From an optimization exercise on the open Yosys and OpenROAD flow, aimed at small area; shortcuts taken in it are not production practice. The RTL was checked by simulation tests, not by an equivalence proof against the original design.

Design wdata_arbiter_top, start of the top module:
module wdata_arbiter_top (
    input  logic                                   clk,
    input  logic                                   rst_n,
    input  logic [9*6-1:0]    src_wid,
    input  logic [9*32-1:0]  src_wdata,
    input  logic [9*4-1:0]  src_wstrb,
    input  logic [9-1:0]               src_wlast,
    input  logic [9-1:0]               src_valid,
    output logic [9-1:0]               src_ready,
    input  logic [3-1:0]              slot_valid,
    input  logic [3*6-1:0]   slot_id,
    input  logic [3*8-1:0]  slot_wlen,
    output logic [6-1:0]                  m_wid,
    output logic [32-1:0]                m_wdata,
    output logic [4-1:0]                m_wstrb,
    output logic                                   m_wlast,
    output logic                                   m_valid,
    input  logic                                   m_ready
);
    wdata_arb_pkg::slot_mask_t slot_req;
    wdata_arb_pkg::slot_mask_t grant;
    wdata_arb_pkg::slot_mask_t slot_accept;
    wdata_arb_pkg::slot_mask_t slot_cnt_zero;
    logic [3*9-1:0] slot_match;
    for (genvar g = 0; g < 3; g++) begin : g_slot
        slot_tracker i_tracker (
            .clk           (clk),
            .rst_n         (rst_n),
            .slot_valid    (slot_valid[g]),
            .slot_id       (slot_id[g*6 +: 6]),
            .slot_wlen     (slot_wlen[g*8 +: 8]),
            .src_wid       (src_wid),
            .src_valid     (src_valid),
            .slot_match    (slot_match[g*9 +: 9]),
            .slot_req      (slot_req[g]),
            .slot_cnt_zero (slot_cnt_zero[g]),
            .slot_accept   (slot_accept[g])
        );
    end
    rr_slot_arbiter i_arbiter (
        .clk     (clk),
        .rst_n   (rst_n),
        .req     (slot_req),
        .m_ready (m_ready),
        .grant   (grant)
    );
    w_output_stage i_output (
        .grant      (grant),
        .m_ready    (m_ready),
        .s_match    (slot_match),
  ...
For scale: about 30 flip-flops, about 500 I/O pins.
Settings: LEC_CHECK=0, CAP_MARGIN=20, CORE_AREA=2 2 118 118, DIE_AREA=0 0 120 120, PLACE_DENSITY=0.75, SLEW_MARGIN=20; clock period 10.0 ns.
standard.sh (not shown) runs the stock make flow with config.mk's settings and CLKGATE_MAP_FILE= SYNTH_SCRIPT=/design/flow/synth_recipe.tcl, a recipe that flattens the netlist after the stock synthesis.
==> flow/flow/run.sh <==
#!/bin/bash
# standard layout, with the smallest buffer on every port instead of the resizer's default choice,
# and pins allowed on every routing track so that a small die still holds all of them
set -euo pipefail
bash standard.sh \
  BUFFER_PORTS_ARGS="-buffer_cell sky130_fd_sc_hd__buf_1" \
  PLACE_PINS_ARGS="-min_distance 1 -min_distance_in_tracks" \
  finish > standard_flow.log 2>&1
The starting point never finished: it broke off in 5_1_grt.
Edit:
==> flow/flow/run.sh (replaced) <==
#!/bin/bash
# standard layout, with the smallest buffer on every port instead of the resizer's default choice
set -euo pipefail
bash standard.sh BUFFER_PORTS_ARGS="-buffer_cell sky130_fd_sc_hd__buf_1" finish > standard_flow.log 2>&1
Outcome: The changed run ended with an error in 3_2_place_iop; synthesized area does not change; synthesized cell count is unchanged.
Edit:
==> flow/run.sh (new file) <==
#!/bin/bash
# synth_recipe.tcl (not shown) runs the flow's synth.tcl, then flattens the netlist and writes it again
# the make line also repeats each setting of config.mk as NAME=value (left out here)
make -C /OpenROAD-flow-scripts/flow DESIGN_CONFIG=/design/flow/config.mk WORK_HOME=/design/flow/orfs CLKGATE_MAP_FILE= SYNTH_SCRIPT=/design/flow/synth_recipe.tcl finish
--- a/flow/config.mk
+++ b/flow/config.mk
@@ -8,5 +8,5 @@
 export CAP_MARGIN = 20
-export CORE_AREA = 2 2 118 118
-export DIE_AREA = 0 0 120 120
-export PLACE_DENSITY = 0.75
+export CORE_AREA = 10 10 270 270
+export DIE_AREA = 0 0 280 280
+export PLACE_DENSITY = 0.6
 export SLEW_MARGIN = 20
removed: flow/flow/run.sh
removed: flow/standard.sh
The new run finished clean.
Synthesized cell count stays the same.
Area after synthesis is unchanged.
Edit:
==> flow/flow/run.sh (new file) <==
#!/bin/bash
# standard layout, with the smallest buffer on every port instead of the resizer's default choice,
# and pins allowed on every routing track so that a small die still holds all of them
set -euo pipefail
bash standard.sh \
  BUFFER_PORTS_ARGS="-buffer_cell sky130_fd_sc_hd__buf_1" \
  PLACE_PINS_ARGS="-min_distance 1 -min_distance_in_tracks" \
  finish > standard_flow.log 2>&1
==> flow/standard.sh (new file) <==
#!/bin/bash
# synth_recipe.tcl (not shown) runs the flow's synth.tcl, then flattens the netlist and writes it again
# the make line also repeats each setting of config.mk as NAME=value (left out here)
make -C /OpenROAD-flow-scripts/flow DESIGN_CONFIG=/design/flow/config.mk WORK_HOME=/design/flow/orfs CLKGATE_MAP_FILE= SYNTH_SCRIPT=/design/flow/synth_recipe.tcl "${@:-finish}"
--- a/flow/config.mk
+++ b/flow/config.mk
@@ -8,5 +8,5 @@
 export CAP_MARGIN = 20
-export CORE_AREA = 10 10 270 270
-export DIE_AREA = 0 0 280 280
-export PLACE_DENSITY = 0.6
+export CORE_AREA = 2 2 128 128
+export DIE_AREA = 0 0 130 130
+export PLACE_DENSITY = 0.7
 export SLEW_MARGIN = 20
removed: flow/run.sh
=> Setup slack improves by 390 ps; synthesized area is unchanged; synthesized cell count is unchanged; global-route usage increases by 24 points; sequential cell count is unchanged.

==> separate check: timing with driven ports <==
The flow's constraints put no driver on any port. The routed layouts listed below were extracted and timed again, unchanged, in two steps. Step 1, drivers: a clkbuf_16 drives clk and a buf_2 each remaining input, both assumed. Step 2 adds t to the input delays and takes it off the output delays; t is the mean of the earliest and latest rising clock arrival at the registers after step 1. Input paths then give back, and output paths get back, about the clock's delay inside the block. a / b / c = ideal / step 1 / step 2; a / b = the first two.
| run | t, ns | setup WS [ns] | worst setup path at the end | clock arrival spread, ns | worst data-port slew with drivers (ns) |
|---|---|---|---|---|---|
| the third run | 0.307 | 0.352 / 0.314 / 0.314 | input to output | 0.006 / 0.006 | 0.10 |
| the fourth run | 0.301 | 0.743 / 0.719 / 0.719 | input to output | 0.003 / 0.002 | 0.13 |
After both steps every run listed still meets setup and hold. The setup slack of the third run, which loses most, moves by -0.038 ns with the drivers and by -0.038 ns with both steps.
